Context: an optimization exercise on an open-source flow, tuned for small area. The choices shown serve that exercise and are no tape-out recipe.
At most, simulation tests tie the RTL to the original design; equivalence was not proved.
For runs 2 to 4, only the layout was checked, not whether the RTL still works.
Power figures rest on the tool's default switching activity, not on a simulated workload.

<file path="flow/design.v">
`timescale 1ns/100ps
package rob_pkg;
    localparam int ROB_DEPTH  = 16;
    localparam int ROB_IDX_W  = 4;
    localparam int ROB_PTR_W  = 5;
    localparam int ARCH_REG_W = 5;
    localparam int PHYS_REG_W = 6;
    localparam int XLEN       = 32;
    localparam int ORDER_W    = 64;
    localparam int DISP_W     = 3*XLEN + 3*ARCH_REG_W + PHYS_REG_W + 1;
    typedef enum logic [6:0] {
        op_lui   = 7'b0110111,
        op_auipc = 7'b0010111,
        op_jal   = 7'b1101111,
        op_jalr  = 7'b1100111,
        op_br    = 7'b1100011,
        op_load  = 7'b0000011,
        op_store = 7'b0100011,
        op_imm   = 7'b0010011,
        op_reg   = 7'b0110011
    } rv_opcode_e;
endpackage
`timescale 1ns/100ps
import rob_pkg::*;
module rob_dispatch_decode (
    input  logic [rob_pkg::XLEN-1:0]       inst,
    input  logic [rob_pkg::XLEN-1:0]       pc_rdata,
    input  logic [rob_pkg::XLEN-1:0]       pc_wdata,
    input  logic [rob_pkg::ARCH_REG_W-1:0] rd_addr,
    input  logic [rob_pkg::ARCH_REG_W-1:0] rs1_addr,
    input  logic [rob_pkg::ARCH_REG_W-1:0] rs2_addr,
    input  logic [rob_pkg::PHYS_REG_W-1:0] pd,
    input  logic                           regf_we,
    output logic [rob_pkg::DISP_W-1:0]     fields
);
    logic [6:0] opcode;
    logic       no_rd;
    logic       no_rs1;
    logic       no_rs2;
    assign opcode = inst[6:0];
    always_comb begin
        no_rd  = 1'b0;
        no_rs1 = 1'b0;
        no_rs2 = 1'b0;
        case (opcode)
            op_store, op_br: no_rd = 1'b1;
            op_lui, op_auipc, op_jal: begin
                no_rs1 = 1'b1;
                no_rs2 = 1'b1;
            end
            op_imm, op_load, op_jalr: no_rs2 = 1'b1;
            default: ;
        endcase
    end
    assign fields = {inst, pc_rdata, pc_wdata,
                     no_rd  ? 5'd0 : rd_addr,
                     no_rs1 ? 5'd0 : rs1_addr,
                     no_rs2 ? 5'd0 : rs2_addr,
                     pd, regf_we};
endmodule
`timescale 1ns/100ps
import rob_pkg::*;
module rob_ptr_ctrl (
    input  logic    clk,
    input  logic    rst,
    input  logic    dispatch_valid,
    output logic    dispatch_ready,
    input  logic    retire,
    input  logic    flush,
    output logic    alloc,
    output logic    empty,
    output logic [rob_pkg::ROB_IDX_W-1:0] alloc_idx,
    output logic [rob_pkg::ROB_IDX_W-1:0] head_idx,
    output logic [rob_pkg::ROB_DEPTH-1:0] head_sel
);
    logic [ROB_PTR_W-1:0] head;
    logic [ROB_PTR_W-1:0] tail;
    logic [ROB_PTR_W-1:0] head_next;
    logic                 full;
    assign full  = (head[ROB_IDX_W-1:0] == tail[ROB_IDX_W-1:0])
                && (head[ROB_IDX_W] != tail[ROB_IDX_W]);
    assign empty = (head == tail);
    assign dispatch_ready = !full && !flush;
    assign alloc     = dispatch_valid && dispatch_ready;
    assign alloc_idx = tail[ROB_IDX_W-1:0];
    assign head_idx  = head[ROB_IDX_W-1:0];
    assign head_next = head + ROB_PTR_W'(retire);
    always_ff @(posedge clk) begin
        if (rst) begin
            head_sel <= ROB_DEPTH'(1);
        end else if (retire) begin
            head_sel <= {head_sel[ROB_DEPTH-2:0], head_sel[ROB_DEPTH-1]};
        end
    end
    always_ff @(posedge clk) begin
        if (rst) begin
            head <= '0;
            tail <= '0;
        end else begin
            head <= head_next;
            if (flush) begin
                tail <= head_next;
            end else if (alloc) begin
                tail <= tail + 1'b1;
            end
        end
    end
endmodule
`timescale 1ns/100ps
import rob_pkg::*;
module rob_o22 (
    input  logic a_n,
    input  logic sa_n,
    input  logic b_n,
    input  logic sb_n,
    output logic y
);
    assign y = ~((a_n | sa_n) & (b_n | sb_n));
endmodule
module rob_a222 (
    input  logic a,
    input  logic sa,
    input  logic b,
    input  logic sb,
    input  logic c,
    input  logic sc,
    output logic y_n
);
    assign y_n = ~((a & sa) | (b & sb) | (c & sc));
endmodule
module rob_nor2 (
    input  logic a,
    input  logic b,
    output logic y
);
    assign y = ~(a | b);
endmodule
module rob_nand2 (
    input  logic a,
    input  logic b,
    output logic y
);
    assign y = ~(a & b);
endmodule
module rob_nand3 (
    input  logic a,
    input  logic b,
    input  logic c,
    output logic y
);
    assign y = ~(a & b & c);
endmodule
module rob_nand4 (
    input  logic a,
    input  logic b,
    input  logic c,
    input  logic d,
    output logic y
);
    assign y = ~(a & b & c & d);
endmodule
module rob_nand4b (
    input  logic a,
    input  logic b,
    input  logic c,
    input  logic d,
    output logic y
);
    assign y = ~(~a & b & c & d);
endmodule
module rob_rd16 (
    input  logic [15:0] d,
    input  logic [15:0] s,
    output logic        y
);
    logic [5:0] n;
    logic       x;
    for (genvar k = 0; k < 5; k++) begin : g_n
        rob_a222 u_a222 (
            .a (d[3*k]),   .sa(s[3*k]),
            .b (d[3*k+1]), .sb(s[3*k+1]),
            .c (d[3*k+2]), .sc(s[3*k+2]),
            .y_n(n[k])
        );
    end
    rob_nand2  u_n5 (.a(d[15]), .b(s[15]), .y(n[5]));
    rob_nand3  u_x  (.a(n[0]), .b(n[1]), .c(n[2]), .y(x));
    rob_nand4b u_y  (.a(x), .b(n[3]), .c(n[4]), .d(n[5]), .y(y));
endmodule
module rob_rd16n (
    input  logic [15:0] d_n,
    input  logic [15:0] s_n,
    output logic        y
);
    logic [7:0] p;
    logic [3:0] q;
    for (genvar k = 0; k < 8; k++) begin : g_p
        rob_o22 u_o22 (
            .a_n (d_n[2*k]),
            .sa_n(s_n[2*k]),
            .b_n (d_n[2*k+1]),
            .sb_n(s_n[2*k+1]),
            .y   (p[k])
        );
    end
    for (genvar k = 0; k < 4; k++) begin : g_q
        rob_nor2 u_nor2 (.a(p[2*k]), .b(p[2*k+1]), .y(q[k]));
    end
    rob_nand4 u_y (.a(q[0]), .b(q[1]), .c(q[2]), .d(q[3]), .y(y));
endmodule
module rob_res_d (
    input  logic a,
    input  logic sa,
    input  logic m,
    input  logic sm,
    input  logic b,
    input  logic sb,
    output logic y_n
);
    assign y_n = ~((a & sa) | (m & sm) | (b & sb));
endmodule
module rob_entry_store (
    input  logic                clk,
    input  logic                rst,
    input  logic [rob_pkg::DISP_W-1:0]    new_fields,
    input  logic                alu_valid,
    input  logic [rob_pkg::ROB_IDX_W-1:0] alu_idx,
    input  logic [rob_pkg::XLEN-1:0]      alu_rd_wdata,
    input  logic                mem_valid,
    input  logic [rob_pkg::ROB_IDX_W-1:0] mem_idx,
    input  logic [rob_pkg::XLEN-1:0]      mem_rd_wdata,
    input  logic                br_valid,
    input  logic [rob_pkg::ROB_IDX_W-1:0] br_idx,
    input  logic [rob_pkg::XLEN-1:0]      br_rd_wdata,
    input  logic                alloc,
    input  logic [rob_pkg::ROB_IDX_W-1:0] alloc_idx,
    input  logic [rob_pkg::ROB_DEPTH-1:0] head_sel,
    output logic [rob_pkg::DISP_W-1:0]    head_fields,
    output logic [rob_pkg::XLEN-1:0]      head_result,
    output logic                          head_done
);
    logic [ROB_DEPTH-1:0][DISP_W-1:0] fields;
    logic [ROB_DEPTH-1:0][XLEN-1:0]   result_n;
    logic [ROB_DEPTH-1:0][XLEN-1:0]   result_d_n;
    logic [ROB_DEPTH-1:0]             done;
    logic [ROB_DEPTH-1:0]             head_sel_n;
    logic [ROB_DEPTH-1:0]             alloc_sel;
    logic [ROB_DEPTH-1:0]             alu_sel;
    logic [ROB_DEPTH-1:0]             mem_sel;
    logic [ROB_DEPTH-1:0]             br_sel;
    logic [ROB_DEPTH-1:0]             comp_sel;
    always_comb begin
        for (int i = 0; i < ROB_DEPTH; i++) begin
            alloc_sel[i]  = alloc && alloc_idx == ROB_IDX_W'(i);
            alu_sel[i]    = alu_valid && alu_idx == ROB_IDX_W'(i);
            mem_sel[i]    = mem_valid && mem_idx == ROB_IDX_W'(i);
            br_sel[i]     = br_valid && br_idx == ROB_IDX_W'(i);
        end
    end
    assign comp_sel   = alu_sel | mem_sel | br_sel;
    assign head_sel_n = ~head_sel;
    for (genvar i = 0; i < ROB_DEPTH; i++) begin : g_slot
        for (genvar b = 0; b < XLEN; b++) begin : g_res
            rob_res_d u_res_d (
                .a  (alu_rd_wdata[b]),
                .sa (alu_sel[i]),
                .m  (mem_rd_wdata[b]),
                .sm (mem_sel[i]),
                .b  (br_rd_wdata[b]),
                .sb (br_sel[i]),
                .y_n(result_d_n[i][b])
            );
        end
    end
    always_ff @(posedge clk) begin
        for (int i = 0; i < ROB_DEPTH; i++) begin
            if (alloc_sel[i]) begin
                fields[i] <= new_fields;
            end
            if (comp_sel[i]) begin
                result_n[i] <= result_d_n[i];
            end
        end
    end
    always_ff @(posedge clk) begin
        if (rst) begin
            done <= '0;
        end else begin
            done <= comp_sel | (done & ~alloc_sel);
        end
    end
    for (genvar b = 0; b < DISP_W; b++) begin : g_rd_fields
        logic [ROB_DEPTH-1:0] col;
        for (genvar i = 0; i < ROB_DEPTH; i++) begin : g_col
            assign col[i] = fields[i][b];
        end
        rob_rd16 u_rd (.d(col), .s(head_sel), .y(head_fields[b]));
    end
    for (genvar b = 0; b < XLEN; b++) begin : g_rd_result
        logic [ROB_DEPTH-1:0] col_n;
        for (genvar i = 0; i < ROB_DEPTH; i++) begin : g_col
            assign col_n[i] = result_n[i][b];
        end
        rob_rd16n u_rd (.d_n(col_n), .s_n(head_sel_n), .y(head_result[b]));
    end
    assign head_done = |(done & head_sel);
endmodule
`timescale 1ns/100ps
import rob_pkg::*;
module rob_cnt_bit (
    input  logic q,
    input  logic t,
    input  logic rst,
    output logic d
);
    assign d = ~(rst | ~(q ^ t));
endmodule
module rob_and2 (
    input  logic a,
    input  logic b,
    output logic y
);
    assign y = a & b;
endmodule
module rob_and3 (
    input  logic a,
    input  logic b,
    input  logic c,
    output logic y
);
    assign y = a & b & c;
endmodule
module rob_and4 (
    input  logic a,
    input  logic b,
    input  logic c,
    input  logic d,
    output logic y
);
    assign y = a & b & c & d;
endmodule
module rob_order_cnt (
    input  logic                        clk,
    input  logic                        rst,
    input  logic                        inc,
    output logic [rob_pkg::ORDER_W-1:0] order
);
    localparam int NG = rob_pkg::ORDER_W / 4;
    logic [NG:0]                  gc;
    logic [NG-1:0]                ga;
    logic [rob_pkg::ORDER_W-1:0]  t;
    logic [rob_pkg::ORDER_W-1:0]  d;
    assign gc[0] = inc;
    for (genvar g = 0; g < NG; g++) begin : g_grp
        assign t[4*g] = gc[g];
        rob_and2 u_t1 (.a(gc[g]), .b(order[4*g]), .y(t[4*g+1]));
        rob_and3 u_t2 (.a(gc[g]), .b(order[4*g]), .c(order[4*g+1]), .y(t[4*g+2]));
        rob_and4 u_t3 (.a(gc[g]), .b(order[4*g]), .c(order[4*g+1]), .d(order[4*g+2]),
                       .y(t[4*g+3]));
        rob_and4 u_ga (.a(order[4*g]), .b(order[4*g+1]), .c(order[4*g+2]), .d(order[4*g+3]),
                       .y(ga[g]));
        rob_and2 u_gc (.a(gc[g]), .b(ga[g]), .y(gc[g+1]));
    end
    for (genvar i = 0; i < rob_pkg::ORDER_W; i++) begin : g_bit
        rob_cnt_bit u_bit (.q(order[i]), .t(t[i]), .rst(rst), .d(d[i]));
    end
    always_ff @(posedge clk) begin
        order <= d;
    end
endmodule
module rob_commit (
    input  logic                           clk,
    input  logic                           rst,
    input  logic                           empty,
    input  logic [rob_pkg::ROB_IDX_W-1:0]  head_idx,
    input  logic [rob_pkg::DISP_W-1:0]     head_fields,
    input  logic [rob_pkg::XLEN-1:0]       head_result,
    input  logic                           head_done,
    input  logic                           br_valid,
    input  logic [rob_pkg::ROB_IDX_W-1:0]  br_idx,
    input  logic                           br_taken,
    input  logic [rob_pkg::XLEN-1:0]       br_target,
    output logic                           retire,
    output logic                           flush,
    output logic                           commit_valid,
    output logic [rob_pkg::ORDER_W-1:0]    commit_order,
    output logic [rob_pkg::XLEN-1:0]       commit_inst,
    output logic [rob_pkg::XLEN-1:0]       commit_pc_rdata,
    output logic [rob_pkg::XLEN-1:0]       commit_pc_wdata,
    output logic [rob_pkg::ARCH_REG_W-1:0] commit_rd_addr,
    output logic [rob_pkg::ARCH_REG_W-1:0] commit_rs1_addr,
    output logic [rob_pkg::ARCH_REG_W-1:0] commit_rs2_addr,
    output logic [rob_pkg::PHYS_REG_W-1:0] commit_pd,
    output logic                           commit_regf_we,
    output logic [rob_pkg::XLEN-1:0]       commit_rd_wdata,
    output logic                           redirect_valid,
    output logic [rob_pkg::XLEN-1:0]       redirect_addr
);
    logic [ORDER_W-1:0] order_q;
    logic                 tk_valid;
    logic [ROB_IDX_W-1:0] tk_idx;
    logic [XLEN-1:0]      tk_addr;
    logic                 tk_older;
    logic                 tk_hit;
    logic [XLEN-1:0]      pc_wdata;
    assign retire = !empty && head_done;
    assign tk_hit = tk_valid && (tk_idx == head_idx);
    assign flush  = retire && tk_hit;
    assign tk_older = ROB_IDX_W'(br_idx - head_idx) < ROB_IDX_W'(tk_idx - head_idx);
    always_ff @(posedge clk) begin
        if (rst) begin
            tk_valid <= 1'b0;
        end else if (flush) begin
            tk_valid <= 1'b0;
        end else if (br_valid && br_taken && (!tk_valid || tk_older)) begin
            tk_valid <= 1'b1;
        end
    end
    always_ff @(posedge clk) begin
        if (!flush && br_valid && br_taken && (!tk_valid || tk_older)) begin
            tk_idx  <= br_idx;
            tk_addr <= br_target;
        end
    end
    assign {commit_inst, commit_pc_rdata, pc_wdata,
            commit_rd_addr, commit_rs1_addr, commit_rs2_addr,
            commit_pd, commit_regf_we} = head_fields;
    assign commit_valid    = retire;
    assign commit_order    = order_q;
    assign commit_pc_wdata = tk_hit ? tk_addr : pc_wdata;
    assign commit_rd_wdata = head_result;
    assign redirect_valid = flush;
    assign redirect_addr  = tk_addr;
    rob_order_cnt u_order (
        .clk  (clk),
        .rst  (rst),
        .inc  (retire),
        .order(order_q)
    );
endmodule
`timescale 1ns/100ps
import rob_pkg::*;
module rob_top (
    input  logic                           clk,
    input  logic                           rst,
    input  logic                           dispatch_valid,
    input  logic [rob_pkg::XLEN-1:0]       dispatch_inst,
    input  logic [rob_pkg::XLEN-1:0]       dispatch_pc_rdata,
    input  logic [rob_pkg::XLEN-1:0]       dispatch_pc_wdata,
    input  logic [rob_pkg::ARCH_REG_W-1:0] dispatch_rd_addr,
    input  logic [rob_pkg::ARCH_REG_W-1:0] dispatch_rs1_addr,
    input  logic [rob_pkg::ARCH_REG_W-1:0] dispatch_rs2_addr,
    input  logic [rob_pkg::PHYS_REG_W-1:0] dispatch_pd,
    input  logic                           dispatch_regf_we,
    output logic                           dispatch_ready,
    output logic [rob_pkg::ROB_IDX_W-1:0]  dispatch_idx,
    input  logic                           alu_valid,
    input  logic [rob_pkg::ROB_IDX_W-1:0]  alu_idx,
    input  logic [rob_pkg::XLEN-1:0]       alu_rd_wdata,
    input  logic                           mem_valid,
    input  logic [rob_pkg::ROB_IDX_W-1:0]  mem_idx,
    input  logic [rob_pkg::XLEN-1:0]       mem_rd_wdata,
    input  logic                           br_valid,
    input  logic [rob_pkg::ROB_IDX_W-1:0]  br_idx,
    input  logic [rob_pkg::XLEN-1:0]       br_rd_wdata,
    input  logic                           br_taken,
    input  logic [rob_pkg::XLEN-1:0]       br_target,
    output logic                           commit_valid,
    output logic [rob_pkg::ORDER_W-1:0]    commit_order,
    output logic [rob_pkg::XLEN-1:0]       commit_inst,
    output logic [rob_pkg::XLEN-1:0]       commit_pc_rdata,
    output logic [rob_pkg::XLEN-1:0]       commit_pc_wdata,
    output logic [rob_pkg::ARCH_REG_W-1:0] commit_rd_addr,
    output logic [rob_pkg::ARCH_REG_W-1:0] commit_rs1_addr,
    output logic [rob_pkg::ARCH_REG_W-1:0] commit_rs2_addr,
    output logic [rob_pkg::PHYS_REG_W-1:0] commit_pd,
    output logic                           commit_regf_we,
    output logic [rob_pkg::XLEN-1:0]       commit_rd_wdata,
    output logic                           redirect_valid,
    output logic [rob_pkg::XLEN-1:0]       redirect_addr
);
    logic [DISP_W-1:0]    new_fields;
    logic [DISP_W-1:0]    head_fields;
    logic [XLEN-1:0]      head_result;
    logic                 head_done;
    logic                 alloc;
    logic                 empty;
    logic [ROB_IDX_W-1:0] alloc_idx;
    logic [ROB_IDX_W-1:0] head_idx;
    logic [ROB_DEPTH-1:0] head_sel;
    logic                 retire;
    logic                 flush;
    assign dispatch_idx = alloc_idx;
    rob_dispatch_decode u_decode (
        .inst     (dispatch_inst),
        .pc_rdata (dispatch_pc_rdata),
        .pc_wdata (dispatch_pc_wdata),
        .rd_addr  (dispatch_rd_addr),
        .rs1_addr (dispatch_rs1_addr),
        .rs2_addr (dispatch_rs2_addr),
        .pd       (dispatch_pd),
        .regf_we  (dispatch_regf_we),
        .fields   (new_fields)
    );
    rob_ptr_ctrl u_ptr_ctrl (
        .clk            (clk),
        .rst            (rst),
        .dispatch_valid (dispatch_valid),
        .dispatch_ready (dispatch_ready),
        .retire         (retire),
        .flush          (flush),
        .alloc          (alloc),
        .empty          (empty),
        .alloc_idx      (alloc_idx),
        .head_idx       (head_idx),
        .head_sel       (head_sel)
    );
    rob_entry_store u_entry_store (
        .clk           (clk),
        .rst           (rst),
        .new_fields    (new_fields),
        .alu_valid     (alu_valid),
        .alu_idx       (alu_idx),
        .alu_rd_wdata  (alu_rd_wdata),
        .mem_valid     (mem_valid),
        .mem_idx       (mem_idx),
        .mem_rd_wdata  (mem_rd_wdata),
        .br_valid      (br_valid),
        .br_idx        (br_idx),
        .br_rd_wdata   (br_rd_wdata),
        .alloc         (alloc),
        .alloc_idx     (alloc_idx),
        .head_sel      (head_sel),
        .head_fields   (head_fields),
        .head_result   (head_result),
        .head_done     (head_done)
    );
    rob_commit u_commit (
        .clk             (clk),
        .rst             (rst),
        .empty           (empty),
        .head_idx        (head_idx),
        .head_fields     (head_fields),
        .head_result     (head_result),
        .head_done       (head_done),
        .br_valid        (br_valid),
        .br_idx          (br_idx),
        .br_taken        (br_taken),
        .br_target       (br_target),
        .retire          (retire),
        .flush           (flush),
        .commit_valid    (commit_valid),
        .commit_order    (commit_order),
        .commit_inst     (commit_inst),
        .commit_pc_rdata (commit_pc_rdata),
        .commit_pc_wdata (commit_pc_wdata),
        .commit_rd_addr  (commit_rd_addr),
        .commit_rs1_addr (commit_rs1_addr),
        .commit_rs2_addr (commit_rs2_addr),
        .commit_pd       (commit_pd),
        .commit_regf_we  (commit_regf_we),
        .commit_rd_wdata (commit_rd_wdata),
        .redirect_valid  (redirect_valid),
        .redirect_addr   (redirect_addr)
    );
endmodule
</file>
<file path="flow/flow/run.sh">
#!/bin/bash
# Standard layout with two changes: the port buffers are the smallest
# buffer cell, and clock tree synthesis clusters sinks without dummy loads.
set -uo pipefail
bash standard.sh \
  BUFFER_PORTS_ARGS="-buffer_cell sky130_fd_sc_hd__buf_1" \
  CTS_ARGS="-sink_clustering_enable -repair_clock_nets -buf_list sky130_fd_sc_hd__clkbuf_16 -sink_clustering_size 25 -sink_clustering_max_diameter 100 -dont_use_dummy_load" \
  finish > standard.log 2>&1
</file>
<file path="flow/constraint.sdc">
create_clock -name core_clock -period 7.0 [get_ports {clk}]
set_input_delay 1.4000 -clock core_clock [delete_from_list [all_inputs] [get_ports {clk}]]
set_output_delay 1.4000 -clock core_clock [all_outputs]
set_load 0.01 [all_outputs]
</file>
<file path="flow/standard.sh">
#!/bin/bash
# synth_recipe.tcl (not shown) runs the flow's synth.tcl, then flattens the netlist and writes it again
# the make line also repeats each setting of config.mk as NAME=value (left out here)
make -C /OpenROAD-flow-scripts/flow DESIGN_CONFIG=/design/flow/config.mk WORK_HOME=/design/flow/orfs CLKGATE_MAP_FILE= SYNTH_SCRIPT=/design/flow/synth_recipe.tcl "${@:-finish}"
</file>
<file path="flow/config.mk">
export PLATFORM = sky130hd
export DESIGN_NAME = rob_top
export DESIGN_NICKNAME = rob_top
export VERILOG_FILES = /design/flow/design.v
export SDC_FILE = /design/flow/constraint.sdc
export NUM_CORES = 8
export LEC_CHECK = 0
export CAP_MARGIN = 20
export CORE_MARGIN = 2
export CORE_UTILIZATION = 40
export CTS_BUF_LIST = sky130_fd_sc_hd__clkbuf_16
export CTS_CLUSTER_DIAMETER = 100
export CTS_CLUSTER_SIZE = 25
export PLACE_DENSITY = 0.6
export SLEW_MARGIN = 20
export SYNTH_HIERARCHICAL = 1
</file>
==> summary.txt, run 1 <==
status timing/DRC/antenna clean; met2 wire length 149.1 mm; drt first pass iters 17; pwr dens around 240 nW/um^2; synth warn 11; hold buffer count at cts 0; worst min-delay path category reg2reg; Worst-Skew Late Latency 0.85 ns; worst path bufs/invs 0; Sink Count between 2,000 and 3,000; max-slew violation count 0; Placed Cells incl. Taps around 8,900; setup TNS 0 ns; Max Clk Rate between 0.15 and 0.2 GHz; Max FO, Critical Path 44; H-tree depth 3; ANT nets after route 0; overall global routing resource usage 0.2514; clock-pin slew on the worst setup and hold paths about 0.10 ns; met1 wire length around 120 mm; number of CTS-inserted buffers 117; CP cell instances a22o_1, a221oi_1, nand4_1, nor2b_4, and2_1, and2_1, and2_1, and2_1, and2_1, and2_1, and2_1, and2_1, and2_1, and2_1, and2_1, and2_1, and2_1, and2_1, and2_1, and4_1, xnor2_1, nor2_1; minimum clock period 5.847 ns; synthesized area 96,690 um^2; post-synthesis sequential area ratio 0.7787; Worst path most repeated cell and2_1; Critical Path AT between 6 and 7 ns; CP delay by family, top simple AND/OR/NAND/NOR gates; final setup skew ~0.15 ns; global-route wire length before repair roughly 450 mm; placed inst area 102,600 um^2; Die Area 245,700 um^2; post-detailed-route wirelength per cell 35.77 um; final wirelength 323.0 mm; worst slack, placed just under 1 ns; CTS tree built; Post-CTS Resized 0; Post-Synthesis Cells 5,276; Synth Area per Inst ~18 um^2; slowest cell on the critical path dfxtp_4; Buffers on Ports 517; crit share post-route 0.8352; DP HPWL ~170 mm; pin count of the biggest net entering global routing around 120; Distinct cells, synth 66; Pwr Total around 26 mW; Die Y roughly 500 um; # setup viols final 0; startpoint types flop; synthesized net count ~5,600; number of synthesized flops with an enable pin 2,436; initial core utilization 0.4020; CTS Buffer Depth 3; post-route design area between 100,000 and 150,000 um^2; antenna violations before repair 61; DR iter-0 viols 14,370; Worst path max stage delay between 0.8 and 0.9 ns; total setup buffers inserted after CTS 0; final net count slightly above 6,000; root buffer cell clkbuf_16; share of cells above drive strength 1 0.07161; total congestion overflow 0; CP Capture Type flop; fraction of registers with async set/reset 0; num rows 180; Peak VDD IR ~0.23 mV; io pins between 500 and 600; max_slew headroom 0.08961; worst setup margin roughly 1.2 ns; GPL Wtd Cong 0.8495; final core occ 0.4395; P&R area growth vs syn 9.338%; RSZ-0062 raised after global routing no; DRC viols 0; Worst EP required 7.67 ns; vias in the first global route approximately 60,000; number of synthesized register bits 2,543; final cell count without fillers ~9,000; Min Hold Slack 0.5316 ns; Slew @ Worst Pin roughly 1.4 ns; routed wl met3 between 40 and 50 mm; core region area 240,500 um^2; path type of the worst setup path reg2reg; leakage 32.02 nW; top routing layer in use met5; Die W between 400 and 500 um; prevailing post-synth register cell edfxtp_1; MaxCap Viol Count 0; Final Hold Viols 0; Vias/cell about 6.9; via count between 60,000 and 70,000
==> sequential cells by signal, indices dropped and copies added, names as in the netlist <==
| signal | count |
|---|---|
| u_entry_store.fields | 1888 |
| u_entry_store.result_n | 512 |
| u_commit.u_order.order | 64 |
| u_commit.tk_addr | 32 |
| u_entry_store.done | 16 |
| u_ptr_ctrl.head_sel | 16 |
| u_ptr_ctrl.head | 5 |
| u_ptr_ctrl.tail | 5 |
| u_commit.tk_idx | 4 |
| u_commit.tk_valid | 1 |
==> layout by cell type (no fill, tap or decap), types with 73 or more instances in the layout <==
cell          n
edfxtp_1   2436
a222oi_1   1102
buf_1       514
o22ai_1     256
nor2_1      219
nand2_1     147
nand3_1     134
nand4b_1    120
clkbuf_16   117
buf_4       110
dfxtp_1      91
xnor2_1      73
==> layer usage <==
metal  up-vias  GRT usage
li1      24930          -
met2      4899     0.4008
met5         -   0.006757
met1     31850     0.3252
met3       928    0.06879
met4        40     0.1020
==> where the power goes <==
group / internal, mW / switching (mW) / total (mW)
sequential: 17.0 / 0.0873 / 17.0
combinational: 0.339 / 1.03 / 1.37
clock: 2.97 / 4.48 / 7.45
==> modules after synthesis (local to each module, per instance), a selection <==
module           cells inside  flops+latches  cell area (um^2)  copies in the design
rob_and2                    1              0             6.256                    31
rob_commit                236             37              2888                     1
rob_entry_store          2641           2416             73580                     1
rob_nand2                   1              0             3.754                   118
rob_nand4                   1              0             6.256                    32
rob_o22                     1              0             6.256                   256
rob_res_d                   1              0             10.01                   512
==> synth_stat cells, types with 16 or more instances <==
library cell | number | share of area
buf_4 | 231 | 0.018
nand4b_1 | 120 | 0.011
a222oi_1 | 1102 | 0.11
mux2_4 | 30 | 0.0047
nand3_1 | 137 | 0.0071
nor2_1 | 253 | 0.0098
and4_1 | 31 | 0.0028
inv_1 | 52 | 0.0020
o21ai_0 | 16 | 0.00083
dfxtp_1 | 107 | 0.022
o22ai_1 | 256 | 0.017
and2_1 | 36 | 0.0023
xnor2_1 | 73 | 0.0066
edfxtp_1 | 2436 | 0.76
nand4_1 | 34 | 0.0022
and3_1 | 22 | 0.0014
mux2i_1 | 16 | 0.0017
nand2_1 | 152 | 0.0059
==> worst register-to-register path: stages (launching register included) <==
cell      delay, ns
dfxtp_4        0.81
a22o_1         0.26
a221oi_1       0.05
nand4_1        0.14
nor2b_4        0.25
and2_1         0.24
and2_1         0.24
and2_1         0.22
and2_1         0.36
and2_1         0.27
and2_1         0.24
and2_1         0.23
and2_1         0.23
and2_1         0.37
and2_1         0.28
and2_1         0.23
and2_1         0.24
and2_1         0.23
and2_1         0.23
and2_1         0.22
and4_1         0.22
xnor2_1        0.11
nor2_1         0.05
==> layout make-up <==
class	instances	area, um^2
antenna	38	95.09
timing repair buffer	664	3551
clock buffer	117	2928
multi-input combinational	2433	19610
sequential	2543	75350
inverter	52	200.2
tap	3185	3985
fill	20980	134800
==> logic make-up after synthesis <==
family / after synthesis / synth area share
buffers and inverters: 300 / 0.02129
AOI/OAI and AO/OA: 1438 / 0.1364
and+or+nand+nor: 854 / 0.04774
adders and majority gates: 14 / 0.001967
xor gates and xnor gates: 79 / 0.007389
muxes: 48 / 0.006548
DFF: 2543 / 0.7787
==> worst paths after layout <==
check                           depth (start not counted)  slack, ns                        from                         end
worst max-delay path                                   22       1.15      u_ptr_ctrl.head_sel[5]  u_commit.u_order.order[63]
worst min-delay path                                    2       0.53  u_commit.u_order.order[31]  u_commit.u_order.order[31]
worst max register to register                         22       1.15      u_ptr_ctrl.head_sel[5]  u_commit.u_order.order[63]
worst min register to register                          2       0.53  u_commit.u_order.order[31]  u_commit.u_order.order[31]
==> inputs of run 2 (changes only) <==
--- a/flow/design.v
+++ b/flow/design.v
@@ -308,65 +308,4 @@
 `timescale 1ns/100ps
 import rob_pkg::*;
-module rob_cnt_bit (
-    input  logic q,
-    input  logic t,
-    input  logic rst,
-    output logic d
-);
-    assign d = ~(rst | ~(q ^ t));
-endmodule
-module rob_and2 (
-    input  logic a,
-    input  logic b,
-    output logic y
-);
-    assign y = a & b;
-endmodule
-module rob_and3 (
-    input  logic a,
-    input  logic b,
-    input  logic c,
-    output logic y
-);
-    assign y = a & b & c;
-endmodule
-module rob_and4 (
-    input  logic a,
-    input  logic b,
-    input  logic c,
-    input  logic d,
-    output logic y
-);
-    assign y = a & b & c & d;
-endmodule
-module rob_order_cnt (
-    input  logic                        clk,
-    input  logic                        rst,
-    input  logic                        inc,
-    output logic [rob_pkg::ORDER_W-1:0] order
-);
-    localparam int NG = rob_pkg::ORDER_W / 4;
-    logic [NG:0]                  gc;
-    logic [NG-1:0]                ga;
-    logic [rob_pkg::ORDER_W-1:0]  t;
-    logic [rob_pkg::ORDER_W-1:0]  d;
-    assign gc[0] = inc;
-    for (genvar g = 0; g < NG; g++) begin : g_grp
-        assign t[4*g] = gc[g];
-        rob_and2 u_t1 (.a(gc[g]), .b(order[4*g]), .y(t[4*g+1]));
-        rob_and3 u_t2 (.a(gc[g]), .b(order[4*g]), .c(order[4*g+1]), .y(t[4*g+2]));
-        rob_and4 u_t3 (.a(gc[g]), .b(order[4*g]), .c(order[4*g+1]), .d(order[4*g+2]),
-                       .y(t[4*g+3]));
-        rob_and4 u_ga (.a(order[4*g]), .b(order[4*g+1]), .c(order[4*g+2]), .d(order[4*g+3]),
-                       .y(ga[g]));
-        rob_and2 u_gc (.a(gc[g]), .b(ga[g]), .y(gc[g+1]));
-    end
-    for (genvar i = 0; i < rob_pkg::ORDER_W; i++) begin : g_bit
-        rob_cnt_bit u_bit (.q(order[i]), .t(t[i]), .rst(rst), .d(d[i]));
-    end
-    always_ff @(posedge clk) begin
-        order <= d;
-    end
-endmodule
 module rob_commit (
     input  logic                           clk,
@@ -432,10 +371,11 @@
     assign redirect_valid = flush;
     assign redirect_addr  = tk_addr;
-    rob_order_cnt u_order (
-        .clk  (clk),
-        .rst  (rst),
-        .inc  (retire),
-        .order(order_q)
-    );
+    always_ff @(posedge clk) begin
+        if (rst) begin
+            order_q <= '0;
+        end else if (retire) begin
+            order_q <= order_q + 1'b1;
+        end
+    end
 endmodule
 `timescale 1ns/100ps
==> run 2 against run 1 <==
Against the previous run:
- wire length shrank 2.2%
- fmax grew 7.3%
- design area is essentially flat
- utilization shrank 0.050 points
- synthesized area grew 0.24%
- synthesized cell count grew 1.6%
- total power grew 0.14%
- sequential power is essentially flat
- clock-buffer cell count grew 2
- hold slack lost 0.034 ns
- critical endpoint is now commit_pc_wdata[3]
- largest power group unchanged
==> summary.txt, run 2 <==
status timing/DRC/antenna clean (unchanged); Worst EP required 5.60 ns (was 7.67 ns); startpoint types flop (unchanged); Pwr Total 25.90 mW (was 25.86 mW); Distinct cells, synth 69 (was 66); number of synthesized flops with an enable pin 2,436 (unchanged); Synth Area per Inst 18.08 um^2 (was 18.33 um^2); worst min-delay path category reg2reg (unchanged); most frequent cells in the layout edfxtp_1 (2,436), a222oi_1 (1,102), buf_1 (516) (was edfxtp_1 (2,436), a222oi_1 (1,102), buf_1 (514)); vias in the first global route 60,020 (was 60,210); total setup buffers inserted after CTS 0 (unchanged); H-tree depth 3 (unchanged); Post-CTS Resized 0 (unchanged); Slew @ Worst Pin 1.247 ns (was 1.366 ns); minimum clock period 5.447 ns (was 5.847 ns); fraction of registers with async set/reset 0 (unchanged); crit share post-route 0.7781 (was 0.8352); Vias/cell 6.906 (was 6.936); RSZ-0062 raised after global routing no (unchanged); final cell count without fillers 9,080 (was 9,032); max-slew violation count 0 (unchanged); post-route design area 105,700 um^2 (about the same); Die W 496.2 um (was 495.7 um); core region area 240,800 um^2 (was 240,500 um^2); worst slack, placed 1.920 ns (was 0.9893 ns); prevailing post-synth register cell edfxtp_1 (unchanged); Peak VDD IR 0.2560 mV (was 0.2331 mV); share of cells above drive strength 1 0.07233 (was 0.07161); DRC viols 0 (unchanged); synthesized area 96,920 um^2 (was 96,690 um^2); number of CTS-inserted buffers 119 (was 117); CTS Buffer Depth 3 (unchanged); GPL Wtd Cong 0.8535 (was 0.8495); max reg flops 1,888 (unchanged); CTS tree built (unchanged); num rows 180 (unchanged); synth warn 10 (was 11); Max FO, Critical Path 59 (was 44); # setup viols final 0 (unchanged); Worst-Skew Late Latency 0.86 ns (was 0.85 ns); pwr dens 245.0 nW/um^2 (was 244.6 nW/um^2); io pins 518 (unchanged); Synth area leader edfxtp_1 (unchanged); MaxCap Viol Count 0 (unchanged); area of the multi-input gates 19,810 um^2 (was 19,610 um^2); total congestion overflow 0 (unchanged); clock-pin slew on the worst setup and hold paths 0.10 ns (about the same); top cells by count, synth edfxtp_1 (2,436), a222oi_1 (1,102), o22ai_1 (256), nor2_1 (234), buf_4 (231) (was edfxtp_1 (2,436), a222oi_1 (1,102), o22ai_1 (256), nor2_1 (253), buf_4 (231)); Max Clk Rate 0.1836 GHz (was 0.1710 GHz); final wirelength 315.9 mm (was 323.0 mm); ANT nets after route 0 (unchanged); Register Area 75,350 um^2 (unchanged); Post-Synthesis Cells 5,360 (was 5,276); Critical Path AT 4.05 ns (was 6.52 ns); hold buffer count at cts 0 (unchanged); Fillers 20,960 (was 20,980); commonest non-fill, non-tap cell in the layout edfxtp_1 (unchanged); Die Area 246,300 um^2 (was 245,700 um^2); post-synthesis sequential area ratio 0.7768 (was 0.7787); overall global routing resource usage 0.2446 (was 0.2514); Die Y 496.2 um (was 495.7 um); Sink Count 2,543 (unchanged); setup TNS 0 ns (unchanged); Largest Register u_entry_store.fields (unchanged); synthesized net count 5,640 (was 5,555); top-count cell post-synth edfxtp_1 (unchanged); via count 62,710 (was 62,650); leakage 31.88 nW (was 32.02 nW); max_slew headroom 0.1680 (was 0.08961); Final Hold Viols 0 (unchanged); Placed Cells incl. Taps 8,940 (was 8,874); Yosys top cell area share 0.7547 (was 0.7565); path type of the worst setup path reg2out (was reg2reg); CP Capture Type output port (was flop); Min Hold Slack 0.4978 ns (was 0.5316 ns); P&R area growth vs syn 9.055% (was 9.338%); synth top area cells edfxtp_1 (75%), a222oi_1 (11%), dfxtp_1 (2.2%) (was edfxtp_1 (76%), a222oi_1 (11%), dfxtp_1 (2.2%)); DP HPWL 169.4 mm (was 165.2 mm); pin count of the biggest net entering global routing 119 (was 122); Buffers on Ports 517 (unchanged); DR iter-0 viols 14,170 (was 14,370); final core occ 0.4390 (was 0.4395); post-detailed-route wirelength per cell 34.79 um (was 35.77 um); number of synthesized register bits 2,543 (unchanged); root buffer cell clkbuf_16 (unchanged); drt first pass iters 17 (unchanged); worst setup margin 1.553 ns (was 1.153 ns); antenna violations before repair 74 (was 61); Top Registers u_entry_store.fields x1888, u_entry_store.result_n x512, u_commit.order_q x64 (was u_entry_store.fields x1888, u_entry_store.result_n x512, u_commit.u_order.order x64); initial core utilization 0.4026 (was 0.4020); final setup skew 0.1478 ns (was 0.1485 ns); placed inst area 102,600 um^2 (about the same); global-route wire length before repair 438.1 mm (was 445.7 mm); final net count 6,158 (was 6,090)
==> run 2: cell count changes after synthesis, sizes merged, moves of 18 or more <==
cell | previous run | this run
nand3 | 137 | 161
and4 | 33 | 8
and2 | 37 | 9
nor2 | 254 | 234
nand2 | 152 | 172
xnor2 | 75 | 22
xor2 | 4 | 26
a21oi | 7 | 35
o21ai | 22 | 40
or3 | 1 | 21
nand4 | 35 | 59
==> run 2: area by class of cell <==
| type | instances | area share |
|---|---|---|
| antenna | 19 | 0.0004498 |
| clock buffer | 119 | 0.02817 |
| inverter | 61 | 0.002166 |
| multi-input combinational | 2493 | 0.1874 |
| sequential | 2543 | 0.7129 |
| tap | 3185 | 0.03770 |
| timing repair buffer | 660 | 0.03119 |
==> run 2: cells by family after synthesis <==
group,count (synthesis),share of synthesized area
AO/OA/AOI/OAI,1496,0.1394
XOR/XNOR,48,0.004492
adder cells (fa/ha/maj),15,0.002091
buffers and inverters,324,0.02175
flip-flops,2543,0.7768
multiplexers,50,0.005590
AND/OR/NAND/NOR,884,0.04988
==> run 2: path summary, 6_finish.rpt <==
kind                                         startpoint                   endpoint  slack, ns  depth (start not counted)
worst max register to register  u_ptr_ctrl.head_sel[11]  u_entry_store.fields[387]       2.29                         10
worst min register to register     u_commit.order_q[63]       u_commit.order_q[63]       0.50                          2
worst max-delay path             u_ptr_ctrl.head_sel[9]         commit_pc_wdata[3]       1.55                          6
worst min-delay path               u_commit.order_q[63]       u_commit.order_q[63]       0.50                          2
==> run 2: power by group <==
part	switching, mW	internal [mW]	leakage (nW)	total (mW)
logic	1.00	0.321	6.35	1.32
clock network	4.51	3.02	1.47	7.52
registers	0.0932	17.0	24.1	17.0
total	5.61	20.3	31.9	25.9
==> run 2: layer usage <==
metal  track usage  part of all wire
met1        0.3228              0.37
met2        0.3896              0.47
met3       0.06678              0.13
met4       0.08450             0.035
met5      0.003861            0.0015
==> run 2: critical path, stage by stage, from the launching register on <==
cell and delay [ns]:
dfxtp_4 0.67, buf_4 0.59, buf_4 0.91, a222oi_1 0.26, nand4b_1 0.34, mux2_2 0.21
buf_1 0.15
==> run 2: Yosys stat by module (local to each module, per instance), a selection <==
| module | cells inside | copies in the design | cell area (um^2) | flip-flops and latches |
|---|---|---|---|---|
| rob_o22 | 1 | 256 | 6.256 | 0 |
| rob_ptr_ctrl | 129 | 1 | 1249 | 26 |
| rob_nand2 | 1 | 118 | 3.754 | 0 |
| rob_a222 | 1 | 590 | 10.01 | 0 |
| rob_nand4b | 1 | 118 | 8.758 | 0 |
| rob_nand3 | 1 | 118 | 5.005 | 0 |
| rob_nand4 | 1 | 32 | 6.256 | 0 |
| rob_commit | 590 | 1 | 5767 | 101 |
| rob_entry_store | 2641 | 1 | 73580 | 2416 |
| rob_dispatch_decode | 128 | 1 | 948.4 | 0 |
| rob_res_d | 1 | 512 | 10.01 | 0 |
| rob_nor2 | 1 | 128 | 3.754 | 0 |
==> inputs of run 3 (changes only) <==
==> flow/run.sh (new file) <==
#!/bin/bash
# synth_recipe.tcl (not shown) runs the flow's synth.tcl, then flattens the netlist and writes it again
# the make line also repeats each setting of config.mk as NAME=value (left out here)
make -C /OpenROAD-flow-scripts/flow DESIGN_CONFIG=/design/flow/config.mk WORK_HOME=/design/flow/orfs CLKGATE_MAP_FILE= SYNTH_SCRIPT=/design/flow/synth_recipe.tcl finish
removed: flow/flow/run.sh
removed: flow/standard.sh
==> run 3 against run 2 <==
Against the previous run:
- still clean
- register-to-register slack worse by 0.33 ns
- sequential share of layout area down 2.5 points
- critical path depth unchanged
- clock-buffer cell count unchanged
- setup slack worse by 0.089 ns
- first-iteration DRC count down 0.40%
- via count up 0.40%
- global-route usage up 0.67 points
- fmax down 1.6%
- sequential power about the same
- highest routed layer unchanged
==> summary.txt, run 3 <==
r2r startpoint u_ptr_ctrl.head_sel[9] (was u_ptr_ctrl.head_sel[11]); setup TNS 0 ns (unchanged); Synth Area in Adders 0.002091 (unchanged); commonest non-fill, non-tap cell in the layout edfxtp_1 (unchanged); hold buffer count at cts 0 (unchanged); GPL Wtd Cong 0.8609 (was 0.8535); area of the multi-input gates 19,860 um^2 (was 19,810 um^2); pin count of the biggest net entering global routing 122 (was 119); max_slew headroom 0.1329 (was 0.1680); P_int 20.65 mW (was 20.29 mW); P&R area growth vs syn 12.99% (was 9.055%); synth warn 10 (unchanged); most frequent cells in the layout edfxtp_1 (2,436), a222oi_1 (1,102), clkdlybuf4s50_1 (516) (was edfxtp_1 (2,436), a222oi_1 (1,102), buf_1 (516)); Sw Ratio 0.2189 (was 0.2165); Final Hold Viols 0 (unchanged); overall global routing resource usage 0.2513 (was 0.2446); DRC viols 0 (unchanged); synthesized area 96,920 um^2 (unchanged); final core occ 0.4549 (was 0.4390); top-count cell post-synth edfxtp_1 (unchanged); clock power share 0.297 (was 0.291); number of CTS-inserted buffers 117 (was 119); Vias/cell 6.906 (about the same); via count 62,960 (was 62,710); final net count 6,153 (was 6,158); Worst EP required 5.60 ns (about the same); total setup buffers inserted after CTS 0 (unchanged); CTS tree built (unchanged); root buffer cell clkbuf_16 (unchanged); Max FO, Critical Path 55 (was 59); io pins 518 (unchanged); Sequential Power Share 0.645 (was 0.658); Yosys top cell area share 0.7547 (unchanged); prevailing post-synth register cell edfxtp_1 (unchanged); Slew @ Worst Pin 1.301 ns (was 1.247 ns); Min Hold Slack 0.5028 ns (was 0.4978 ns); R2R Setup Slk 1.96 ns (was 2.29 ns); DP HPWL 170.0 mm (was 169.4 mm); Post-CTS Resized 0 (unchanged); RSZ-0062 raised after global routing no (unchanged); synth top area cells edfxtp_1 (75%), a222oi_1 (11%), dfxtp_1 (2.2%) (unchanged); vias in the first global route 60,230 (was 60,020); Pwr Total 26.44 mW (was 25.90 mW); clock-pin slew on the worst setup and hold paths 0.10 ns (about the same); Buffers on Ports 517 (unchanged); startpoint types flop (unchanged); Die Y 496.2 um (unchanged); largest family of logic cells by synthesized area compound AO/OA/AOI/OAI gates (unchanged); Critical Path AT 4.14 ns (was 4.05 ns); total congestion overflow 0 (unchanged); Top Registers u_entry_store.fields x1888, u_entry_store.result_n x512, u_commit.order_q x64 (unchanged); Logic pwr share 0.058 (was 0.051); post-detailed-route wirelength per cell 35.44 um (was 34.79 um); Setup crit start u_ptr_ctrl.head_sel[9] (unchanged); crit share post-route 0.7908 (was 0.7781); top cells by count, synth edfxtp_1 (2,436), a222oi_1 (1,102), o22ai_1 (256), nor2_1 (234), buf_4 (231) (unchanged); Register Area 75,350 um^2 (unchanged); number of synthesized flops with an enable pin 2,436 (unchanged); CP Capture Type output port (unchanged); Sink Count 2,543 (unchanged); CTS Buffer Depth 3 (unchanged); num rows 180 (unchanged); Reg2Reg Depth 9 (was 10); pwr dens 241.4 nW/um^2 (was 245.0 nW/um^2); final wirelength 323.1 mm (was 315.9 mm); Die W 496.2 um (unchanged); Post-Synthesis Cells 5,360 (unchanged); antenna violations before repair 67 (was 74); max-slew violation count 0 (unchanged); path type of the worst setup path reg2out (unchanged); max reg flops 1,888 (unchanged); number of synthesized register bits 2,543 (unchanged); placed inst area 106,000 um^2 (was 102,600 um^2); Crit Reg-Reg Endpoint u_entry_store.fields[437] (was u_entry_store.fields[387]); leakage 33.52 nW (was 31.88 nW); ANT nets after route 0 (unchanged); Die Area 246,300 um^2 (unchanged); status timing/DRC/antenna clean (unchanged); Synth Area in Compound Gates 0.1394 (unchanged); MaxCap Viol Count 0 (unchanged); Max Clk Rate 0.1806 GHz (was 0.1836 GHz); mux share of post-synthesis cell area 0.005590 (unchanged); minimum clock period 5.536 ns (was 5.447 ns); share of cells above drive strength 1 0.07428 (was 0.07233); NetSw 5.786 mW (was 5.606 mW); worst min-delay path category reg2reg (unchanged); initial core utilization 0.4026 (unchanged); Synth Area per Inst 18.08 um^2 (unchanged); global-route wire length before repair 447.5 mm (was 438.1 mm); simple-gate share of the synthesized area 0.04988 (unchanged); synthesized net count 5,640 (unchanged); Distinct cells, synth 69 (unchanged); CP endpoint redirect_valid (was commit_pc_wdata[3]); Fillers 20,490 (was 20,960); final setup skew 0.04314 ns (was 0.1478 ns); # setup viols final 0 (unchanged); fraction of registers with async set/reset 0 (unchanged); Hold Crit Depth 2 (unchanged); DR iter-0 viols 14,110 (was 14,170); Largest Register u_entry_store.fields (unchanged); post-route design area 109,500 um^2 (was 105,700 um^2); core region area 240,800 um^2 (unchanged); Synth area leader edfxtp_1 (unchanged); post-synthesis sequential area ratio 0.7768 (unchanged); XOR/XNOR Fraction of Synth Area 0.004492 (unchanged); H-tree depth 3 (unchanged); drt first pass iters 17 (unchanged); Peak VDD IR 0.2347 mV (was 0.2560 mV); Worst-Skew Late Latency 0.85 ns (was 0.86 ns)
==> run 3: cell counts after synthesis <==
Identical to the previous run, type by type.
==> run 3: logic make-up (layout without fill, tap and decap cells) <==
kind of cell / Yosys count / count (layout)
flip-flops: 2543 / 2543
adder cells (fa/ha/maj): 15 / 15
buffers and inverters: 324 / 874
other: 0 / 22
multiplexers: 50 / 50
AND/OR/NAND/NOR: 884 / 884
XOR/XNOR: 48 / 48
AO/OA/AOI/OAI: 1496 / 1496
==> run 3: layout make-up <==
type | instances | area share
Clock buffer | 119 | 0.02719
Multi-Input combinational cell | 2493 | 0.1814
Clock inverter | 37 | 0.003473
Sequential cell | 2543 | 0.6881
Tap cell | 3185 | 0.03639
Timing Repair Buffer | 657 | 0.06091
Antenna cell | 22 | 0.0005027
Inverter | 61 | 0.002091
==> run 3: per-module statistics from Yosys, one instance, submodules excluded, excerpt <==
module,cells inside,times used,flip-flops and latches
rob_nand4b,1,118,0
rob_commit,590,1,101
rob_ptr_ctrl,129,1,26
rob_entry_store,2641,1,2416
rob_o22,1,256,0
rob_nand4,1,32,0
rob_nand3,1,118,0
rob_res_d,1,512,0
rob_a222,1,590,0
rob_nor2,1,128,0
rob_nand2,1,118,0
rob_dispatch_decode,128,1,0
==> run 3: worst min-delay path by stage <==
stage | startpoint | to | slack [ns]
after floorplan | u_entry_store.done[15] | u_entry_store.done[15] | 0.47
after global placement | u_commit.order_q[52] | u_commit.order_q[52] | 0.48
after detailed placement | u_commit.order_q[52] | u_commit.order_q[52] | 0.50
after CTS | u_commit.order_q[52] | u_commit.order_q[52] | 0.51
after global routing | u_commit.order_q[52] | u_commit.order_q[52] | 0.54
final | u_commit.order_q[52] | u_commit.order_q[52] | 0.50
==> run 3: per-stage QoR <==
stage / std cells / setup slack [ns]
after floorplan: 5360 / -1.823
after global placement: 8933 / 1.635
after detailed placement: 8936 / 1.710
after CTS: 9092 / 1.354
after global routing: 9102 / 1.181
final: 9117 / 1.464
==> run 3: critical path: stages, from the launching register on <==
cell and delay (ns):
dfxtp_4 1.02, a22o_1 0.27, a221oi_1 0.05, nand4_1 0.37, nor2b_2 0.22, and2_1 0.59, clkdlybuf4s50_1 0.78
==> run 3: power groups by stage <==
stage / registers (mW) / clock network [mW] / logic (mW)
2_1_floorplan: 17.4 / 0 / 0.703
3_3_place_gp: 17.4 / 0 / 1.48
3_5_place_dp: 17.4 / 0 / 1.51
4_1_cts: 17.0 / 8.00 / 1.51
5_1_grt: 17.1 / 8.47 / 1.61
6_report: 17.0 / 7.85 / 1.54
==> run 3: layer usage <==
| metal | GRT usage | share of wire |
|---|---|---|
| met1 | 0.3352 | 0.37 |
| met2 | 0.4022 | 0.47 |
| met3 | 0.06214 | 0.13 |
| met4 | 0.08563 | 0.035 |
| met5 | 0 | 0.0011 |
==> inputs of run 4 (changes only) <==
--- a/flow/design.v
+++ b/flow/design.v
@@ -71,6 +71,5 @@
     output logic    empty,
     output logic [rob_pkg::ROB_IDX_W-1:0] alloc_idx,
-    output logic [rob_pkg::ROB_IDX_W-1:0] head_idx,
-    output logic [rob_pkg::ROB_DEPTH-1:0] head_sel
+    output logic [rob_pkg::ROB_IDX_W-1:0] head_idx
 );
     logic [ROB_PTR_W-1:0] head;
@@ -88,11 +87,4 @@
     always_ff @(posedge clk) begin
         if (rst) begin
-            head_sel <= ROB_DEPTH'(1);
-        end else if (retire) begin
-            head_sel <= {head_sel[ROB_DEPTH-2:0], head_sel[ROB_DEPTH-1]};
-        end
-    end
-    always_ff @(posedge clk) begin
-        if (rst) begin
             head <= '0;
             tail <= '0;
@@ -235,5 +227,5 @@
     input  logic                alloc,
     input  logic [rob_pkg::ROB_IDX_W-1:0] alloc_idx,
-    input  logic [rob_pkg::ROB_DEPTH-1:0] head_sel,
+    input  logic [rob_pkg::ROB_IDX_W-1:0] head_idx,
     output logic [rob_pkg::DISP_W-1:0]    head_fields,
     output logic [rob_pkg::XLEN-1:0]      head_result,
@@ -244,4 +236,5 @@
     logic [ROB_DEPTH-1:0][XLEN-1:0]   result_d_n;
     logic [ROB_DEPTH-1:0]             done;
+    logic [ROB_DEPTH-1:0]             head_sel;
     logic [ROB_DEPTH-1:0]             head_sel_n;
     logic [ROB_DEPTH-1:0]             alloc_sel;
@@ -256,8 +249,9 @@
             mem_sel[i]    = mem_valid && mem_idx == ROB_IDX_W'(i);
             br_sel[i]     = br_valid && br_idx == ROB_IDX_W'(i);
+            head_sel[i]   = head_idx == ROB_IDX_W'(i);
+            head_sel_n[i] = head_idx != ROB_IDX_W'(i);
         end
     end
-    assign comp_sel   = alu_sel | mem_sel | br_sel;
-    assign head_sel_n = ~head_sel;
+    assign comp_sel = alu_sel | mem_sel | br_sel;
     for (genvar i = 0; i < ROB_DEPTH; i++) begin : g_slot
         for (genvar b = 0; b < XLEN; b++) begin : g_res
@@ -304,5 +298,5 @@
         rob_rd16n u_rd (.d_n(col_n), .s_n(head_sel_n), .y(head_result[b]));
     end
-    assign head_done = |(done & head_sel);
+    assign head_done = done[head_idx];
 endmodule
 `timescale 1ns/100ps
@@ -341,9 +335,7 @@
     logic [XLEN-1:0]      tk_addr;
     logic                 tk_older;
-    logic                 tk_hit;
     logic [XLEN-1:0]      pc_wdata;
     assign retire = !empty && head_done;
-    assign tk_hit = tk_valid && (tk_idx == head_idx);
-    assign flush  = retire && tk_hit;
+    assign flush  = retire && tk_valid && (tk_idx == head_idx);
     assign tk_older = ROB_IDX_W'(br_idx - head_idx) < ROB_IDX_W'(tk_idx - head_idx);
     always_ff @(posedge clk) begin
@@ -367,5 +359,5 @@
     assign commit_valid    = retire;
     assign commit_order    = order_q;
-    assign commit_pc_wdata = tk_hit ? tk_addr : pc_wdata;
+    assign commit_pc_wdata = flush ? tk_addr : pc_wdata;
     assign commit_rd_wdata = head_result;
     assign redirect_valid = flush;
@@ -428,5 +420,4 @@
     logic [ROB_IDX_W-1:0] alloc_idx;
     logic [ROB_IDX_W-1:0] head_idx;
-    logic [ROB_DEPTH-1:0] head_sel;
     logic                 retire;
     logic                 flush;
@@ -453,6 +444,5 @@
         .empty          (empty),
         .alloc_idx      (alloc_idx),
-        .head_idx       (head_idx),
-        .head_sel       (head_sel)
+        .head_idx       (head_idx)
     );
     rob_entry_store u_entry_store (
@@ -471,5 +461,5 @@
         .alloc         (alloc),
         .alloc_idx     (alloc_idx),
-        .head_sel      (head_sel),
+        .head_idx      (head_idx),
         .head_fields   (head_fields),
         .head_result   (head_result),
==> run 4 against run 3 <==
Against the previous run:
- design area decreased by 0.20%
- total power increased by 0.71%
- sequential cell count decreased by 16
- sequential share of layout area decreased by 0.21 points
- first-iteration DRC count decreased by 0.54%
- clock power increased by 3.3%
- via count decreased by 1.2%
- fmax decreased by 9.1%
- synthesized cell count decreased by 0.73%
- setup slack got worse by 0.56 ns
- register-to-register slack got worse by 0.20 ns
- highest routed layer unchanged
==> summary.txt, run 4 <==
status timing/DRC/antenna clean (unchanged); via count 62,180 (was 62,960); synthesized net count 5,601 (was 5,640); pin count of the biggest net entering global routing 119 (was 122); Die Y 494.7 um (was 496.2 um); final net count 6,149 (was 6,153); Synth area leader edfxtp_1 (unchanged); Yosys top cell area share 0.7595 (was 0.7547); prevailing post-synth register cell edfxtp_1 (unchanged); Post-CTS Resized 0 (unchanged); DP HPWL 165.8 mm (was 170.0 mm); DR iter-0 viols 14,040 (was 14,110); RSZ-0062 raised after global routing no (unchanged); CTS tree built (unchanged); crit share post-route 0.8704 (was 0.7908); Top Registers u_entry_store.fields x1888, u_entry_store.result_n x512, u_commit.order_q x64 (unchanged); io pins 518 (unchanged); slowest cell on the critical path dfxtp_1 (was dfxtp_4); antenna violations before repair 55 (was 67); vias in the first global route 60,870 (was 60,230); startpoint types flop (unchanged); post-detailed-route wirelength per cell 34.32 um (was 35.44 um); Worst-Skew Late Latency 0.88 ns (was 0.85 ns); Max FO, Critical Path 84 (was 55); root buffer cell clkbuf_16 (unchanged); Worst EP required 5.60 ns (about the same); Post-Synthesis Cells 5,321 (was 5,360); CTS Buffer Depth 3 (unchanged); synth warn 10 (unchanged); CP Capture Type output port (unchanged); # setup viols final 0 (unchanged); top cells by count, synth edfxtp_1 (2,436), a222oi_1 (1,102), o22ai_1 (256), buf_4 (231), nor2_1 (198) (was edfxtp_1 (2,436), a222oi_1 (1,102), o22ai_1 (256), nor2_1 (234), buf_4 (231)); minimum clock period 6.093 ns (was 5.536 ns); fraction of registers with async set/reset 0 (unchanged); share of cells above drive strength 1 0.07481 (was 0.07428); Peak VDD IR 0.2886 mV (was 0.2347 mV); Slew @ Worst Pin 1.200 ns (was 1.301 ns); number of synthesized flops with an enable pin 2,436 (unchanged); path type of the worst setup path reg2out (unchanged); number of CTS-inserted buffers 120 (was 117); commonest non-fill, non-tap cell in the layout edfxtp_1 (unchanged); number of synthesized register bits 2,527 (was 2,543); max-slew violation count 0 (unchanged); max_slew headroom 0.1999 (was 0.1329); worst setup margin 0.9073 ns (was 1.464 ns); CP delay by family, top buffers and inverters (was simple AND/OR/NAND/NOR gates); overall global routing resource usage 0.2457 (was 0.2513); synthesized area 96,320 um^2 (was 96,920 um^2); ANT nets after route 0 (unchanged); worst path bufs/invs 3 (was 1); Min Hold Slack 0.4945 ns (was 0.5028 ns); leakage 33.62 nW (was 33.52 nW); Die Area 244,700 um^2 (was 246,300 um^2); post-synthesis sequential area ratio 0.7784 (was 0.7768); H-tree depth 3 (unchanged); drt first pass iters 17 (unchanged); Max Clk Rate 0.1641 GHz (was 0.1806 GHz); initial core utilization 0.4012 (was 0.4026); Final Hold Viols 0 (unchanged); MaxCap Viol Count 0 (unchanged); total congestion overflow 0 (unchanged); Vias/cell 6.823 (was 6.906); Critical Path AT 4.69 ns (was 4.14 ns); Die W 494.7 um (was 496.2 um); clock-pin slew on the worst setup and hold paths 0.09 ns (was 0.10 ns); global-route wire length before repair 439.3 mm (was 447.5 mm); Fillers 20,640 (was 20,490); max reg flops 1,888 (unchanged); DRC viols 0 (unchanged); worst min-delay path category reg2reg (unchanged); final setup skew 0.08719 ns (was 0.04314 ns); CP cell instances nor2b_1, nand2_1, inv_6, buf_4, a222oi_1, nand4b_1, mux2_2, clkdlybuf4s50_1 (was a22o_1, a221oi_1, nand4_1, nor2b_2, and2_1, clkdlybuf4s50_1); pwr dens 243.6 nW/um^2 (was 241.4 nW/um^2); Synth Area per Inst 18.10 um^2 (was 18.08 um^2); final wirelength 312.8 mm (was 323.1 mm); total setup buffers inserted after CTS 0 (unchanged); Sink Count 2,527 (was 2,543); top-count cell post-synth edfxtp_1 (unchanged); num rows 180 (unchanged); Distinct cells, synth 58 (was 69); Largest Register u_entry_store.fields (unchanged); most frequent cells in the layout edfxtp_1 (2,436), a222oi_1 (1,102), clkdlybuf4s50_1 (516) (unchanged); synth top area cells edfxtp_1 (76%), a222oi_1 (11%), dfxtp_1 (1.9%) (was edfxtp_1 (75%), a222oi_1 (11%), dfxtp_1 (2.2%)); hold buffer count at cts 0 (unchanged); P&R area growth vs syn 13.47% (was 12.99%); worst slack, placed 1.677 ns (was 1.710 ns); core region area 240,100 um^2 (was 240,800 um^2); GPL Wtd Cong 0.8494 (was 0.8609); Worst path max stage delay 0.77 ns (was 1.02 ns); Buffers on Ports 517 (unchanged)
## run 4: changes by cell type after synthesis, sizes merged, moves of 13 or more
cell | before | now
inv | 61 | 85
nor2 | 234 | 198
a41oi | 3 | 16
dfxtp | 107 | 91
mux2i | 17 | 1
nand3 | 161 | 178
nand2 | 172 | 190
a31oi | 13 | 0
## run 4: modules after synthesis (local to each module, per instance), a selection
module | copies in the design | flip-flops and latches | cells
rob_entry_store | 1 | 2416 | 2657
rob_commit | 1 | 101 | 597
rob_dispatch_decode | 1 | 0 | 128
rob_ptr_ctrl | 1 | 10 | 67
rob_a222 | 590 | 0 | 1
rob_res_d | 512 | 0 | 1
rob_nand4b | 118 | 0 | 1
rob_nand4 | 32 | 0 | 1
rob_o22 | 256 | 0 | 1
rob_nand3 | 118 | 0 | 1
rob_nand2 | 118 | 0 | 1
rob_nor2 | 128 | 0 | 1
## run 4: final timing paths
| check | start | to | slack, ns | depth (start not counted) |
|---|---|---|---|---|
| setup / recovery | u_ptr_ctrl.head[0] | commit_pc_wdata[22] | 0.91 | 8 |
| hold / removal | u_commit.order_q[63] | u_commit.order_q[63] | 0.49 | 2 |
| setup reg to reg | u_ptr_ctrl.head[0] | u_entry_store.fields[336] | 1.76 | 12 |
| hold reg to reg | u_commit.order_q[63] | u_commit.order_q[63] | 0.49 | 2 |
## run 4: logic make-up after synthesis
family,synth area share
xor+xnor,0.004534
fa+ha+maj,0.002105
simple gates,0.04892
buf+inv,0.02233
flops,0.7784
mux,0.004898
compound gates,0.1388
## run 4: power by group
group / switching (mW) / leakage [nW] / internal [mW]
sequential: 0.0847 / 23.9 / 16.9
clock: 4.85 / 1.77 / 3.27
combinational: 1.01 / 7.93 / 0.547
## run 4: worst min-delay path: stages (launching register included)
cell and delay, ns:
dfxtp_1 0.32, o21ai_0 0.07, a21oi_1 0.06
## run 4: area by class of cell
type	instances	area, um^2	share of cell area
diodes	21	52.55	0.0004808
multi-input cells	2455	19440	0.1779
clock inverters	40	531.8	0.004865
well taps	3185	3985	0.03646
clock buffers	121	3028	0.02770
flip-flops and latches	2527	74970	0.6860
repair buffers	680	6882	0.06296
inverters	85	399.1	0.003652
## run 4: layer usage
metal	track usage	vias up	part of all wire
met5	0	-	0.0011
met4	0.08467	52	0.035
met3	0.06396	700	0.12
met2	0.3930	4490	0.47
met1	0.3249	31780	0.37
li1	-	25170	-
## run 4: stage by stage
stage / TNS (ns) / util / area [um^2] / cells / power, mW
after floorplan: -713.39 / - / 96350 / 5321 / 18.02
after global placement: 0 / 0.4396 / 105500 / 8926 / 18.79
after detailed placement: 0 / 0.4402 / 105700 / 8932 / 18.83
after CTS: 0 / 0.4550 / 109200 / 9093 / 26.75
after global routing: 0 / 0.4551 / 109300 / 9098 / 27.35
final: 0 / 0.4552 / 109300 / 9114 / 26.62

what the ideal ports hide:
No port has a modelled driver above. Below, the same layouts with a new extraction and two added sets of constraints. Step 1 sets driving cells, clkbuf_16 on the clock port and buf_2 on the other inputs (assumed; they add their load-dependent delay and slew). Step 2 adds t to the input delays and takes it off the output delays; t is the mean of the earliest and latest rising clock arrival at the registers after step 1. Input paths then give back, and output paths get back, about the clock's delay inside the block. a / b / c = no drivers / after step 1 / after step 2; a / b = the first two.
| run | t (ns) | setup WS [ns] | worst setup path at the end | slew at the worst register clock pin (ns) |
|---|---|---|---|---|
| run 1 | 0.862 | 1.153 / 1.153 / 1.153 | register to register | 0.11 / 0.11 |
| run 2 | 0.875 | 1.553 / 1.463 / 1.846 | input to register | 0.11 / 0.11 |
| run 3 | 0.911 | 1.464 / 1.371 / 1.542 | input to register | 0.11 / 0.11 |
| run 4 | 0.922 | 0.907 / 0.818 / 1.740 | register to output | 0.11 / 0.11 |
After both steps every run listed still meets setup and hold.
